This is an optimization exercise on Yosys and OpenROAD, whose aim is small area, a short achievable clock period and few clock cycles per item, not a production implementation. Only simulation tests tie the RTL to the original design; equivalence was not proved. Power and IR drop assume default switching activity.

==> job 779: inputs <==
## metaball_pixel_generator
module metaball_pixel_generator
(
  input  logic        clk,
  input  logic        rst,
  input  logic        start,
  output logic        busy,
  input  logic [28:0] cmd_in,
  output logic        done,
  output logic [31:0] pixel_out,
  input  logic        cfg_write,
  input  logic [1:0]  cfg_index,
  input  logic [15:0] cfg_data
);
clock: 12.0 ns
lec_check: 0
cap_margin: 20
core_margin: 2
core_utilization: 40
slew_margin: 20
run.sh (not shown) runs the stock make flow with config.mk's settings and CLKGATE_MAP_FILE= SYNTH_SCRIPT=/design/flow/synth_recipe.tcl, a recipe that flattens the netlist after the stock synthesis.
==> job 9150 (differences from job 779) <==
--- a/flow/design.v
+++ b/flow/design.v
@@ -51,13 +51,13 @@
 (
   input  logic        clk,
   input  logic        rst,
   input  logic        load,
   input  logic [15:0] ld_r,
-  input  logic [21:0] ld_dp,
-  input  logic [22:0] ld_dp3,
-  input  logic [3:0]  ld_n,
+  input  logic [19:0] ld_dp,
+  input  logic [20:0] ld_dp3,
+  input  logic [4:0]  ld_n,
   input  logic [1:0]  ld_x,
   input  logic        ld_force,
   input  logic        ld_sat,
   input  logic        ld_tag,
   input  logic        wavy,
@@ -68,51 +68,49 @@
   output logic        first_req,
   output logic [24:0] q,
   output logic        q_tag
 );
   logic        e_act, e_first, e_force, e_sat, e_tag, q_pend;
-  logic [3:0]  e_cnt, e_c;
-  logic [42:0] e_r;
-  logic [44:0] e_t;
-  logic [21:0] e_dp;
-  logic [22:0] e_dp3;
+  logic [4:0]  e_cnt;
+  logic [3:0]  e_c;
+  logic [40:0] e_r;
+  logic [42:0] e_t;
+  logic [19:0] e_dp;
+  logic [20:0] e_dp3;
   logic [24:0] e_q;
-  logic [1:0]  e_x;
-  logic [3:0]  digits;
+  logic [1:0]  e_x, nx;
   logic        e_fin;
-  logic [44:0] a1, a2;
-  logic [45:0] c1, c2;
-  logic        b1, b2;
-  logic [42:0] r1, r2;
-  logic [44:0] t1, t2;
+  logic [42:0] a;
+  logic [43:0] c;
+  logic        b;
+  logic [40:0] r_nx;
+  logic [42:0] t_nx;
   always_comb begin
-    digits = 4'd0;
+    nx = 2'd0;
     if (wavy) begin
       case (e_c)
-        4'd0: digits = stream[23:20];
-        4'd1: digits = stream[19:16];
-        4'd2: digits = stream[15:12];
-        4'd3: digits = stream[11:8];
-        4'd4: digits = stream[7:4];
-        4'd5: digits = stream[3:0];
-        default: digits = 4'd0;
+        4'd1:  nx = stream[21:20];
+        4'd2:  nx = stream[19:18];
+        4'd3:  nx = stream[17:16];
+        4'd4:  nx = stream[15:14];
+        4'd5:  nx = stream[13:12];
+        4'd6:  nx = stream[11:10];
+        4'd7:  nx = stream[9:8];
+        4'd8:  nx = stream[7:6];
+        4'd9:  nx = stream[5:4];
+        4'd10: nx = stream[3:2];
+        4'd11: nx = stream[1:0];
+        default: nx = 2'd0;
       endcase
-    end else if (e_c == 4'd0) begin
-      digits = {e_x, 2'b00};
     end
-    a1 = {e_r, digits[3:2]};
-    c1 = {1'b0, a1} - {1'b0, e_t};
-    b1 = ~c1[45];
-    r1 = b1 ? c1[42:0] : a1[42:0];
-    t1 = b1 ? ({e_t[43:0], 1'b0} + 45'(e_dp3)) : ({e_t[43:0], 1'b0} - 45'(e_dp));
-    a2 = {r1, digits[1:0]};
-    c2 = {1'b0, a2} - {1'b0, t1};
-    b2 = ~c2[45];
-    r2 = b2 ? c2[42:0] : a2[42:0];
-    t2 = b2 ? ({t1[43:0], 1'b0} + 45'(e_dp3)) : ({t1[43:0], 1'b0} - 45'(e_dp));
+    a    = {e_r, e_x};
+    c    = {1'b0, a} - {1'b0, e_t};
+    b    = ~c[43];
+    r_nx = b ? c[40:0] : a[40:0];
+    t_nx = b ? ({e_t[41:0], 1'b0} + 43'(e_dp3)) : ({e_t[41:0], 1'b0} - 43'(e_dp));
   end
-  assign e_fin     = e_act && (e_cnt == 4'd1);
+  assign e_fin     = e_act && (e_cnt == 5'd1);
   assign free      = !e_act || e_fin;
   assign acc_req   = q_pend && (!e_act || e_first);
   assign first_req = q_pend && e_act && e_first;
   assign q         = e_q;
   always_ff @(posedge clk) begin
@@ -121,32 +119,33 @@
       q_pend <= 1'b0;
     end else begin
       if (grant) q_pend <= 1'b0;
       if (e_act) begin
         if (e_force)      e_q <= e_sat ? mb_pkg::SAT_HI : 25'd0;
-        else if (e_first) e_q <= {23'd0, b1, b2};
-        else              e_q <= {e_q[22:0], b1, b2};
+        else if (e_first) e_q <= {24'd0, b};
+        else              e_q <= {e_q[23:0], b};
         e_first <= 1'b0;
         if (e_fin) begin
           q_pend <= 1'b1;
           q_tag  <= e_tag;
         end else begin
-          e_r   <= r2;
-          e_t   <= t2;
-          e_cnt <= e_cnt - 4'd1;
-          e_c   <= e_c + 4'd1;
+          e_r   <= r_nx;
+          e_t   <= t_nx;
+          e_x   <= nx;
+          e_cnt <= e_cnt - 5'd1;
+          if (e_c != 4'd12) e_c <= e_c + 4'd1;
         end
       end
       if (load) begin
         e_act   <= 1'b1;
         e_first <= 1'b1;
-        e_r     <= 43'(ld_r);
-        e_t     <= 45'(ld_dp);
+        e_r     <= 41'(ld_r);
+        e_t     <= 43'(ld_dp);
         e_dp    <= ld_dp;
         e_dp3   <= ld_dp3;
         e_cnt   <= ld_n;
-        e_c     <= 4'd0;
+        e_c     <= 4'd1;
         e_x     <= ld_x;
         e_force <= ld_force;
         e_sat   <= ld_sat;
         e_tag   <= ld_tag;
       end else if (e_fin) begin
@@ -388,55 +387,53 @@
     end else if (s1_to_s2) begin
       s1_v <= 1'b0;
     end
   end
   logic        s2_v, s2_first, s2_tag, s2_force, s2_sat;
-  logic [21:0] s2_dp;
-  logic [22:0] s2_dp3;
+  logic [19:0] s2_dp;
+  logic [20:0] s2_dp3;
   logic [15:0] s2_r;
   logic [1:0]  s2_x;
-  logic [3:0]  s2_n;
+  logic [4:0]  s2_n;
   logic        s2_to_e;
   logic [4:0]  ld;
-  logic [3:0]  v0, vv;
+  logic [3:0]  v0;
   logic [4:0]  ls;
-  logic signed [6:0] n0, nn;
+  logic signed [6:0] n0;
   logic [17:0] bn2;
-  logic [21:0] dpn;
+  logic [19:0] dpn;
   logic        fz, fs;
   always_comb begin
     ld = 5'd0;
     for (int i = 0; i < 19; i++) if (s1_d[i]) ld = 5'(i + 1);
     v0  = (ld >= 5'd18) ? 4'd0 : 4'((5'd18 - ld) >> 1);
     ls  = wavy ? glen + 5'd3 : 5'(s1_lb) + (mode1 ? 5'd16 : 5'd12);
     n0  = $signed({2'b0, ls}) + $signed({3'b0, v0}) - 7'sd8;
-    vv  = v0 + 4'(n0[0]);
-    nn  = n0 + 7'(n0[0]);
-    dpn = 22'(s1_d) << {vv, 1'b0};
+    dpn = 20'(s1_d) << {v0, 1'b0};
     bn2 = s1_bn * s1_bn;
     fz  = s1_zero || (n0 <= 7'sd0 && s1_d != 19'd0);
     fs  = !s1_zero && (s1_d == 19'd0);
   end
   always_ff @(posedge clk) begin
     if (rst) begin
       s2_v <= 1'b0;
     end else if (s1_to_s2) begin
       s2_v     <= 1'b1;
       s2_dp    <= dpn;
-      s2_dp3   <= 23'(dpn) + {dpn, 1'b0};
+      s2_dp3   <= 21'(dpn) + {dpn, 1'b0};
       s2_r     <= wavy ? ga2[39:24] : bn2[17:2];
-      s2_x     <= bn2[1:0];
-      s2_n     <= (fz || fs) ? 4'd1 : 4'(nn[5:1]);
+      s2_x     <= wavy ? ga2[23:22] : bn2[1:0];
+      s2_n     <= (fz || fs) ? 5'd1 : 5'(n0);
       s2_force <= fz || fs;
       s2_sat   <= fs;
       s2_first <= s1_first;
       s2_tag   <= s1_tag;
     end else if (s2_to_e) begin
       s2_v <= 1'b0;
     end
   end
-  localparam int K = 3;
+  localparam int K = 6;
   logic [K-1:0]  e_free, e_req, e_freq, e_load, e_grant;
   logic [24:0]   e_q   [K];
   logic [K-1:0]  e_qtag;
   logic          disp_ok;
   assign disp_ok = s2_v;
==> notes.md <==
- Against job 9150, the cell area of job 779 is lower by 13%.
- Of job 9150 and job 779, job 9150 has the higher clock skew (gap 0.014 ns).
- Sequential power: job 779 is lower than job 9150 (27%).
- Against job 779, the final cell count of job 9150 is larger by 8.8%.
- Against job 779, the critical path depth of job 9150 is lower by 4.
- Job 779 went through all stages and came out clean. Job 9150 passed the timing, design-rule and antenna checks.
- In job 9150 the clock-buffer cell count is higher than in job 779, by 60.
==> figures <==
| metric | job 779 | job 9150 |
|---|---|---|
| Pwr Total | 11000 µW | 14160 µW |
| Average size of a mapped cell | 9.033 µm² | 9.715 µm² |
| Status | timing/DRC/antenna clean | timing/DRC/antenna clean |
| Max-slew headroom at the worst pin | 18.12% | 19.30% |
| Maximum number of pins on one net before global-route repair | 93 | 97 |
| Complex-gate fraction of the synthesized area | 19.23% | 17.39% |
| Antenna violations before repair | 3 | 10 |
| Switching Power | 2859 µW | 3416 µW |
| Core Rows | 183 | 197 |
| Number of stages on the worst setup path | 29 | 25 |
| Termination of the worst setup path | g_eng[1].u_root.e_t[31]$_SDFFCE_PP0P_ | acc[1][25]$_SDFFE_PP0P_ |
| Portion of the layout cell area used by clock cells | 4.756% | 5.285% |
| Floorplan core area | 249100 µm² | 287700 µm² |
Testbench counts of job 779, summed over its fixed seeds: cycles 38,731, pixels 1,568.
Testbench counts of job 9150, summed over its fixed seeds: cycles 37,698, pixels 1,568.

==> build 19: inputs <==
Another version of the RTL of metaball_pixel_generator (not shown whole).
clock: 12.0 ns
lec_check: 0
cap_margin: 20
core_margin: 2
core_utilization: 40
slew_margin: 20
==> inputs of build 44, as changes to build 19 <==
--- a/flow/design.v
+++ b/flow/design.v
@@ -50,15 +50,14 @@
 module mb_root
 (
   input  logic        clk,
   input  logic        rst,
   input  logic        load,
   input  logic [15:0] ld_r,
   input  logic [19:0] ld_dp,
-  input  logic [20:0] ld_dp3,
   input  logic [4:0]  ld_n,
   input  logic [1:0]  ld_x,
   input  logic        ld_force,
   input  logic        ld_sat,
   input  logic        ld_tag,
   input  logic        wavy,
   input  logic [23:0] stream,
@@ -69,27 +68,24 @@
   output logic [24:0] q,
   output logic        q_tag
 );
   logic        e_act, e_first, e_force, e_sat, e_tag, q_pend, e_one;
   logic [4:0]  e_cnt;
   logic [3:0]  e_c;
   logic [40:0] e_r;
-  logic [42:0] e_t;
+  logic [40:0] e_p;
   logic [19:0] e_dp;
-  logic [20:0] e_dp3;
   logic [24:0] e_q;
   logic [1:0]  e_x, nx;
   logic        e_fin;
   logic [42:0] a;
   logic [43:0] c;
   logic        b;
   logic [40:0] r_nx;
-  logic [42:0] t_nx;
-  logic [22:0] t_up, t_dn;
-  logic [20:0] t_inc, t_dec;
+  logic [40:0] p_nx;
   always_comb begin
     nx = 2'd0;
     if (wavy) begin
       case (e_c)
         4'd1:  nx = stream[21:20];
         4'd2:  nx = stream[19:18];
         4'd3:  nx = stream[17:16];
@@ -101,23 +97,18 @@
         4'd9:  nx = stream[5:4];
         4'd10: nx = stream[3:2];
         4'd11: nx = stream[1:0];
         default: nx = 2'd0;
       endcase
     end
     a    = {e_r, e_x};
-    c    = {1'b0, a} - {1'b0, e_t};
+    c    = {1'b0, a} - {1'b0, e_p, 2'b00} - 44'(e_dp);
     b    = ~c[43];
     r_nx = b ? c[40:0] : a[40:0];
-    t_up = {1'b0, e_t[20:0], 1'b0} + 23'(e_dp3);
-    t_dn = {1'b0, e_t[20:0], 1'b0} - 23'(e_dp);
-    t_inc = e_t[41:21] + 21'd1;
-    t_dec = e_t[41:21] - 21'd1;
-    if (b) t_nx = {t_up[22] ? t_inc : e_t[41:21], t_up[21:0]};
-    else   t_nx = {t_dn[22] ? t_dec : e_t[41:21], t_dn[21:0]};
+    p_nx = b ? {e_p[39:0], 1'b0} + 41'(e_dp) : {e_p[39:0], 1'b0};
   end
   assign e_fin     = e_act && e_one;
   assign free      = !e_act || e_fin;
   assign acc_req   = q_pend && (!e_act || e_first);
   assign first_req = q_pend && e_act && e_first;
   assign q         = e_q;
   always_ff @(posedge clk) begin
@@ -130,42 +121,45 @@
         if (e_force)      e_q <= e_sat ? mb_pkg::SAT_HI : 25'd0;
         else if (e_first) e_q <= {24'd0, b};
         else              e_q <= {e_q[23:0], b};
         e_first <= 1'b0;
         if (e_fin) begin
           q_pend <= 1'b1;
           q_tag  <= e_tag;
-        end else begin
-          e_r   <= r_nx;
-          e_t   <= t_nx;
-          e_x   <= nx;
-          e_cnt <= e_cnt - 5'd1;
-          e_one <= (e_cnt == 5'd2);
-          if (e_c != 4'd12) e_c <= e_c + 4'd1;
         end
       end
       if (load) begin
         e_act   <= 1'b1;
         e_first <= 1'b1;
-        e_r     <= 41'(ld_r);
-        e_t     <= 43'(ld_dp);
         e_dp    <= ld_dp;
-        e_dp3   <= ld_dp3;
-        e_cnt   <= ld_n;
-        e_one   <= (ld_n == 5'd1);
-        e_c     <= 4'd1;
-        e_x     <= ld_x;
         e_force <= ld_force;
         e_sat   <= ld_sat;
         e_tag   <= ld_tag;
       end else if (e_fin) begin
         e_act <= 1'b0;
       end
     end
   end
+  always_ff @(posedge clk) begin
+    if (load) begin
+      e_r   <= 41'(ld_r);
+      e_p   <= '0;
+      e_cnt <= ld_n;
+      e_one <= (ld_n == 5'd1);
+      e_c   <= 4'd1;
+      e_x   <= ld_x;
+    end else begin
+      e_r   <= r_nx;
+      e_p   <= p_nx;
+      e_x   <= nx;
+      e_cnt <= e_cnt - 5'd1;
+      e_one <= (e_cnt == 5'd2);
+      if (e_c != 4'd12) e_c <= e_c + 4'd1;
+    end
+  end
 endmodule
 module mb_color
 (
   input  logic [21:0] h,
   input  logic [2:0]  n,
   input  logic [21:0] u_in,
   input  logic [17:0] x_in,
@@ -246,18 +240,20 @@
     end else if (cfg_write && cfg_index == mb_pkg::CFG_WAVE_GAIN) begin
       gp_st <= 2'd1;
     end else begin
       case (gp_st)
         2'd1: begin
           gb    <= g25;
           glen  <= 5'd20;
-          gp_st <= (g25 == 20'd0) ? 2'd0 : 2'd2;
+          gp_st <= 2'd2;
         end
         2'd2: begin
-          if (gb[19]) begin
+          if (gb == 20'd0) begin
+            gp_st <= 2'd0;
+          end else if (gb[19]) begin
             gp_st <= 2'd3;
             gi    <= 5'd18;
             gbit  <= 1'b1;
             ga2   <= '0;
           end else begin
             gb   <= {gb[18:0], 1'b0};
             glen <= glen - 5'd1;
@@ -371,85 +367,83 @@
     if (rst)                   f_tag <= 1'b0;
     else if (fetch && rot_last) f_tag <= ~f_tag;
     if (fetch && rot == 4'd0) pxy[f_tag] <= 10'(cur[22:14]) + 10'(cur[13:6]);
   end
   logic        s1_v, s1_first, s1_tag, s1_zero;
   logic [17:0] s1_dx2;
   logic [15:0] s1_dy2;
-  logic [8:0]  s1_bn;
+  logic [17:0] s1_b2;
   logic [3:0]  s1_lb;
   logic        s1_to_s2;
-  logic [8:0]  sb, sbn;
+  logic [8:0]  sb;
+  logic [11:0] ssq;
   logic [3:0]  slb;
   always_comb begin
     sb  = mode1 ? 9'({s0_sz, 2'b0}) + 9'(s0_sz) : 9'(s0_sz);
     slb = 4'd0;
     for (int i = 0; i < 9; i++) if (sb[i]) slb = 4'(i + 1);
-    sbn = sb << (4'd9 - slb);
+    ssq = s0_sz * s0_sz;
   end
   always_ff @(posedge clk) begin
     if (rst) begin
       s1_v <= 1'b0;
     end else if (s0_to_s1) begin
       s1_v     <= 1'b1;
       s1_dx2   <= s0_dx * s0_dx;
       s1_dy2   <= s0_dy * s0_dy;
-      s1_bn    <= sbn;
+      s1_b2    <= mode1 ? {ssq, 4'b0} + {1'b0, ssq, 3'b0} + 18'(ssq) : 18'(ssq);
       s1_lb    <= slb;
       s1_zero  <= wavy ? gzero : (s0_sz == 6'd0);
       s1_first <= s0_first;
       s1_tag   <= s0_tag;
     end else if (s1_to_s2) begin
       s1_v <= 1'b0;
     end
   end
   logic        s2_v, s2_first, s2_tag, s2_zero;
   logic [18:0] s2_d;
   logic [17:0] s2_bn2;
-  logic [3:0]  s2_lb;
+  logic signed [5:0] s2_ls8;   
   logic        s2_to_s3;
   always_ff @(posedge clk) begin
     if (rst) begin
       s2_v <= 1'b0;
     end else if (s1_to_s2) begin
       s2_v     <= 1'b1;
       s2_d     <= 19'(s1_dx2) + 19'(s1_dy2);
-      s2_bn2   <= s1_bn * s1_bn;
-      s2_lb    <= s1_lb;
+      s2_bn2   <= s1_b2 << {4'd9 - s1_lb, 1'b0};
+      s2_ls8   <= wavy ? $signed({1'b0, glen}) - 6'sd5
+                       : $signed({2'b0, s1_lb}) + (mode1 ? 6'sd8 : 6'sd4);
       s2_zero  <= s1_zero;
       s2_first <= s1_first;
       s2_tag   <= s1_tag;
     end else if (s2_to_s3) begin
       s2_v <= 1'b0;
     end
   end
   logic        s3_v, s3_first, s3_tag, s3_force, s3_sat;
   logic [19:0] s3_dp;
-  logic [20:0] s3_dp3;   
   logic [15:0] s3_r;
   logic [1:0]  s3_x;
   logic [4:0]  s3_n;
   logic        s3_to_e;
   logic [4:0]  ld;
   logic [3:0]  v0;
-  logic [4:0]  ls;
   logic signed [6:0] n0;
   logic [19:0] dpn;
   logic        fz, fs;
   always_comb begin
     ld = 5'd0;
     for (int i = 0; i < 19; i++) if (s2_d[i]) ld = 5'(i + 1);
     v0  = (ld >= 5'd18) ? 4'd0 : 4'((5'd18 - ld) >> 1);
-    ls  = wavy ? glen + 5'd3 : 5'(s2_lb) + (mode1 ? 5'd16 : 5'd12);
-    n0  = $signed({2'b0, ls}) + $signed({3'b0, v0}) - 7'sd8;
+    n0  = 7'(s2_ls8) + $signed({3'b0, v0});
     dpn = 20'(s2_d) << {v0, 1'b0};
     fz  = s2_zero || (n0 <= 7'sd0 && s2_d != 19'd0);
     fs  = !s2_zero && (s2_d == 19'd0);
   end
-  assign s3_dp3 = 21'(s3_dp) + {s3_dp, 1'b0};
   always_ff @(posedge clk) begin
     if (rst) begin
       s3_v <= 1'b0;
     end else if (s2_to_s3) begin
       s3_v     <= 1'b1;
       s3_dp    <= dpn;
       s3_r     <= wavy ? ga2[39:24] : s2_bn2[17:2];
@@ -459,15 +453,15 @@
       s3_sat   <= fs;
       s3_first <= s2_first;
       s3_tag   <= s2_tag;
     end else if (s3_to_e) begin
       s3_v <= 1'b0;
     end
   end
-  localparam int K = 6;
+  localparam int K = 7;
   logic [K-1:0]  e_free, e_req, e_freq, e_load, e_grant;
   logic [24:0]   e_q   [K];
   logic [K-1:0]  e_qtag;
   logic          disp_ok;
   assign disp_ok = s3_v;
   always_comb begin
     e_load = '0;
@@ -493,15 +487,14 @@
   for (genvar j = 0; j < K; j++) begin : g_eng
     mb_root u_root (
       .clk       (clk),
       .rst       (rst),
       .load      (e_load[j]),
       .ld_r      (s3_r),
       .ld_dp     (s3_dp),
-      .ld_dp3    (s3_dp3),
       .ld_n      (s3_n),
       .ld_x      (s3_x),
       .ld_force  (s3_force),
       .ld_sat    (s3_sat),
       .ld_tag    (s3_tag),
       .wavy      (wavy),
       .stream    (ga2[23:0]),
@@ -527,30 +520,32 @@
     for (int j = 0; j < K; j++) begin
       if (e_grant[j]) begin
         gq   = e_q[j];
         gtag = e_qtag[j];
       end
     end
   end
+  always_ff @(posedge clk) begin
+    aq   <= gq;
+    atag <= gtag;
+  end
   assign acc_raw = 27'(acc[atag]) + 27'(aq);
   assign acc_sat = acc_raw[26] ? 26'h3FFFFFF : acc_raw[25:0];
   assign c_start = (cnt[ctag] == 4'd10) && (c_st == 4'd0);
   always_ff @(posedge clk) begin
     if (rst) begin
       av      <= 1'b0;
       acc[0]  <= '0;
       acc[1]  <= '0;
       cnt[0]  <= '0;
       cnt[1]  <= '0;
       inuse   <= '0;
       ctag    <= 1'b0;
     end else begin
       av   <= |e_grant;
-      aq   <= gq;
-      atag <= gtag;
       if (av) begin
         acc[atag] <= acc_sat;
         cnt[atag] <= cnt[atag] + 4'd1;
       end
       if (c_start) begin
         acc[ctag]   <= '0;
         cnt[ctag]   <= '0;
@@ -623,56 +618,46 @@
         4'd0: if (c_start) begin
           c_s  <= sv;
           c_st <= 4'd2;
         end
         4'd2: begin
           if (color_mode == 2'd0) begin
             px_b <= bl[19:12];
-            c_u  <= 22'((f1 >= 9'd255) ? 8'(f1 - 9'd255) : f1[7:0]);
             c_st <= 4'd6;
           end else begin
             c_s  <= 26'(hh);
             c_st <= 4'd3;
           end
         end
-        4'd3: begin                
-          c_u  <= u_nx;
-          c_st <= 4'd4;
-        end
-        4'd4: begin                
-          c_x  <= x_nx;
-          c_u  <= u_nx;
-          c_st <= 4'd5;
-        end
+        4'd3: c_st <= 4'd4;        
+        4'd4: c_st <= 4'd5;        
         4'd5: begin                
           px_r <= lvl;
-          c_x  <= x_nx;
-          c_u  <= u_nx;
           c_st <= 4'd7;
         end
         4'd7: begin                
           px_g <= lvl;
-          c_x  <= x_nx;
           c_st <= 4'd9;
         end
         4'd9: begin                
           px_b   <= lvl;
           done_r <= 1'b1;
           c_st   <= 4'd0;
         end
-        4'd6: begin                
-          c_x  <= 18'(y_nx);
-          c_st <= 4'd8;
-        end
+        4'd6: c_st <= 4'd8;        
         4'd8: begin
           px_r   <= red0;
           px_g   <= 8'd255 - red0;
           done_r <= 1'b1;
           c_st   <= 4'd0;
         end
         default: c_st <= 4'd0;
       endcase
     end
   end
+  always_ff @(posedge clk) begin
+    c_u <= (c_st == 4'd2) ? 22'((f1 >= 9'd255) ? 8'(f1 - 9'd255) : f1[7:0]) : u_nx;
+    c_x <= (c_st == 4'd6) ? 18'(y_nx) : x_nx;
+  end
   assign done      = done_r;
   assign pixel_out = {px_r, px_g, px_b, alpha_value};
 endmodule
==> flow/flow/run.sh (new file) <==
#!/bin/bash
# Standard layout, with timing repair aiming for extra setup slack so the
# achieved period shrinks below the fixed 12 ns constraint, and free to
# resize cells across footprints while doing so.
set -euo pipefail
bash standard.sh SETUP_SLACK_MARGIN=7.5 MATCH_CELL_FOOTPRINT=0 finish > standard_flow.log 2>&1
==> flow/standard.sh (new file) <==
#!/bin/bash
# synth_recipe.tcl (not shown) runs the flow's synth.tcl, then flattens the netlist and writes it again
# the make line also repeats each setting of config.mk as NAME=value (left out here)
make -C /OpenROAD-flow-scripts/flow DESIGN_CONFIG=/design/flow/config.mk WORK_HOME=/design/flow/orfs CLKGATE_MAP_FILE= SYNTH_SCRIPT=/design/flow/synth_recipe.tcl "${@:-finish}"
removed: flow/run.sh
==> results.ini <==
[status]
status=timing/DRC/antenna clean

[pwr]
p_switching_mw=3.377
ir_worst_vdd_mv=0.1274
p_comb_uw=903

[global_routing]
grt_max_degree=211

[finish]
final-clk-cell-share_pct=5.272
n_all_buffers=225
multi_input_area_share_pct=47.71

[timing]
final.period_utilization_pct=46.10

[end of results for build 19]
==> results.ini <==
[timing]
final.period_utilization_pct=45.01
period_needed_ns=5.401

[status]
status=timing/DRC/antenna clean

[pwr]
p_comb_mw=26.6
p_switching_mw=19.04

[finish]
buf_share_pct=2.503
final-clk-cell-share_pct=5.505
n_all_buffers=346

[end of results for build 44]
Testbench counts of build 19, summed over its fixed seeds: cycles 37,750, pixels 1,568.
Testbench counts of build 44, summed over its fixed seeds: cycles 33,499, pixels 1,568.

[what the ideal ports hide]
Ports are ideal in the flow. The routed layouts listed here were re-timed in OpenROAD.
Step 1: set_driving_cell puts a clkbuf_16 on clk and a buf_2 on each other input, an assumption about the parent block.
Step 2 moves the port delays by t, midway between the first and last clock arrival at a register: inputs arrive t later, outputs are due t later. That takes back most of the time a late clock gives input paths.
Slacks: no drivers / after step 1 / after step 2; pairs: no drivers / after step 1.
run | t, ns | slack for setup (ns) | worst setup path at the end | worst data-port slew with drivers (ns)
job 779 | 0.887 | 1.927 / 1.927 / 1.927 | register to register | 0.04
job 9150 | 0.966 | 4.752 / 4.752 / 4.752 | register to register | 0.11
build 19 | 0.980 | 6.467 / 6.467 / 6.467 | register to register | 0.07
build 44 | 0.970 | 6.599 / 6.599 / 6.599 | register to register | 0.05
After both steps every run listed still meets setup and hold.
